This design comes from an exercise in tuning for small area on the open sky130 flow, not from production work. Only simulation tests tie the RTL to the original design; equivalence was not proved. Power is estimated from default activity; no workload was simulated.

Design operand_issue, start of the top module:
module operand_issue (
    input  logic          clk,
    input  logic          rst,
    input  logic          issue_valid,
    output logic          issue_ready,
    input  logic [AW-1:0] rs_addr,
    input  logic [AW-1:0] rt_addr,
    input  logic [AW-1:0] rd_addr,
    input  logic [15:0]   imm,
    input  logic          use_imm,
    input  logic          sign_ext,
    input  logic [2:0]    alu_op,
    output logic [W-1:0]  in1,
    output logic [W-1:0]  in2,
    output logic [2:0]    alu_control,
    output logic [AW-1:0] ex_rd,
    output logic          ex_valid,
    input  logic          ex_ready,
    input  logic          wb_en,
    input  logic [AW-1:0] wb_addr,
    input  logic [W-1:0]  wb_data,
    input  logic          flags_en,
    input  logic          zflag_in,
    input  logic          carryflag_in,
    input  logic          overflowflag_in,
    input  logic          signflag_in,
    output logic [3:0]    flags
);
    localparam int NT1 = 33;
    localparam int NT2 = 34;
    logic [NREG*W-1:0] rf_data;
    logic [NREG-1:0]   rf_valid;
    logic              wb_live;
    logic              accept;
    logic              load;      
    logic              hold;      
    logic              byp1, byp2;
    logic [NREG-1:0]   sel1, sel2;
    logic              sel_imm_lo, sel_imm_hi;
    logic [W-1:0]      in1_q, in2_q, in1_d, in2_d;
    logic [2:0]        alu_q;
    logic [AW-1:0]     rd_q;
    logic              valid_q;
    logic [3:0]        flags_q;
    reg_file_2r1w #(
        .DW(W),
        .NR(NREG),
        .AW(AW)
    ) u_rf (
        .clk      (clk),
        .rst      (rst),
        .we       (wb_en),
        .waddr    (wb_addr),
        .wdata    (wb_data),
        .rdata_all(rf_data),
        .rvalid   (rf_valid)
    );
    assign wb_live = wb_en && (wb_addr != '0);
    assign issue_ready = !valid_q || ex_ready;
    assign accept      = issue_valid && issue_ready;
    assign load        = accept && !rst;
    assign hold        = !accept && !rst;
    assign byp1 = load && wb_live && (wb_addr == rs_addr);
    assign byp2 = load && !use_imm && wb_live && (wb_addr == rt_addr);
    assign sel_imm_lo = load && use_imm;
    assign sel_imm_hi = load && use_imm && sign_ext;
    for (genvar i = 0; i < NREG; i++) begin : g_sel
  ...
Size: about 3,500 cells after synthesis, roughly 160 I/O pins, ~42,000 um2 of cells after synthesis.
clock: 5.0 ns
lec_check: 0
cap_margin: 20
core_margin: 2
core_utilization: 57
cts_buf_list: sky130_fd_sc_hd__clkbuf_16
cts_cluster_diameter: 100
cts_cluster_size: 24
slew_margin: 20
synth_hierarchical: 1
standard.sh (not shown) runs the stock make flow with config.mk's settings and CLKGATE_MAP_FILE= SYNTH_SCRIPT=/design/flow/synth_recipe.tcl, a recipe that flattens the netlist after the stock synthesis.
==> flow/flow/run.sh <==
#!/bin/bash
# Standard ORFS layout, with the port buffers made from the smallest buffer cell.
set -euo pipefail
bash standard.sh BUFFER_PORTS_ARGS="-buffer_cell sky130_fd_sc_hd__buf_1" finish > standard_flow.log 2>&1
Rerun with:
CAP_MARGIN = 5   (was 20)
CORE_UTILIZATION = 50   (was 57)
SLEW_MARGIN = 5   (was 20)
Result:
- The new run completed and failed the layout checks on max-capacitance violations
- wire length rose by roughly a tenth
- total power rose slightly
- area after synthesis is unchanged
- hold slack improves by 0.011 ns
- clock power rose slightly
- die area rose by roughly a tenth
- worst setup slack degrades by 0.041 ns
Rerun with:
==> flow/run.sh (new file) <==
#!/bin/bash
# synth_recipe.tcl (not shown) runs the flow's synth.tcl, then flattens the netlist and writes it again
# the make line also repeats each setting of config.mk as NAME=value (left out here)
make -C /OpenROAD-flow-scripts/flow DESIGN_CONFIG=/design/flow/config.mk WORK_HOME=/design/flow/orfs CLKGATE_MAP_FILE= SYNTH_SCRIPT=/design/flow/synth_recipe.tcl finish
CAP_MARGIN = 20   (was 5)
CORE_UTILIZATION = 30   (was 50)
CTS_BUF_LIST = not set   (was sky130_fd_sc_hd__clkbuf_16)
CTS_CLUSTER_DIAMETER = not set   (was 100)
CTS_CLUSTER_SIZE = not set   (was 24)
SLEW_MARGIN = 20   (was 5)
removed: flow/flow/run.sh
removed: flow/standard.sh
Effect:
- With this change the flow finished clean
- routed wire length went down by 6.6%
- sequential power barely changes
- final area rises by 9.6%
- cell count came out higher by 18%
- utilization decreases by 19 points
Rerun with:
==> flow/flow/run.sh (new file) <==
#!/bin/bash
# Standard ORFS layout, with the port buffers made from the smallest buffer cell.
set -euo pipefail
bash standard.sh BUFFER_PORTS_ARGS="-buffer_cell sky130_fd_sc_hd__buf_1" finish > standard_flow.log 2>&1
==> flow/standard.sh (new file) <==
#!/bin/bash
# synth_recipe.tcl (not shown) runs the flow's synth.tcl, then flattens the netlist and writes it again
# the make line also repeats each setting of config.mk as NAME=value (left out here)
make -C /OpenROAD-flow-scripts/flow DESIGN_CONFIG=/design/flow/config.mk WORK_HOME=/design/flow/orfs CLKGATE_MAP_FILE= SYNTH_SCRIPT=/design/flow/synth_recipe.tcl "${@:-finish}"
CORE_UTILIZATION = 61   (was 30)
CTS_BUF_LIST = sky130_fd_sc_hd__clkbuf_16   (was not set)
CTS_CLUSTER_DIAMETER = 100   (was not set)
CTS_CLUSTER_SIZE = 24   (was not set)
removed: flow/run.sh
Outcome:
- The new run finished clean
- cell area decreases by 9.5%
- die area went down by 50%
- register-to-register slack is worse by 0.69 ns
- hold slack gets better by 0.0054 ns
- total power goes down by 17%
- first-iteration DRC count climbs by 27%

-- re-timing with driven ports --
The results above use ideal ports. As a check the final layouts listed here were re-extracted and re-timed, cells and wires unchanged. Step 1, drivers: a clkbuf_16 drives clk and a buf_2 each remaining input, both assumed. Step 2 also shifts input and output timing later by t, the mid clock arrival at the registers, as if the neighbouring blocks saw the same clock. Slacks: ideal ports / drivers / drivers and shift; pairs: ideal ports / drivers.
run | t, ns | slack for setup (ns) | clock arrival spread, ns
the first run | 0.738 | 0.888 / 0.937 / 0.199 | 0.044 / 0.044
the second run | 0.742 | 0.847 / 0.870 / 0.128 | 0.057 / 0.058
the third run | 0.798 | 0.970 / 1.023 / 0.225 | 0.026 / 0.026
the fourth run | 0.745 | 0.802 / 0.847 / 0.102 | 0.050 / 0.050
For the third run, which loses most, drivers alone change the setup slack by +0.053 ns; drivers and shift together by -0.745 ns.
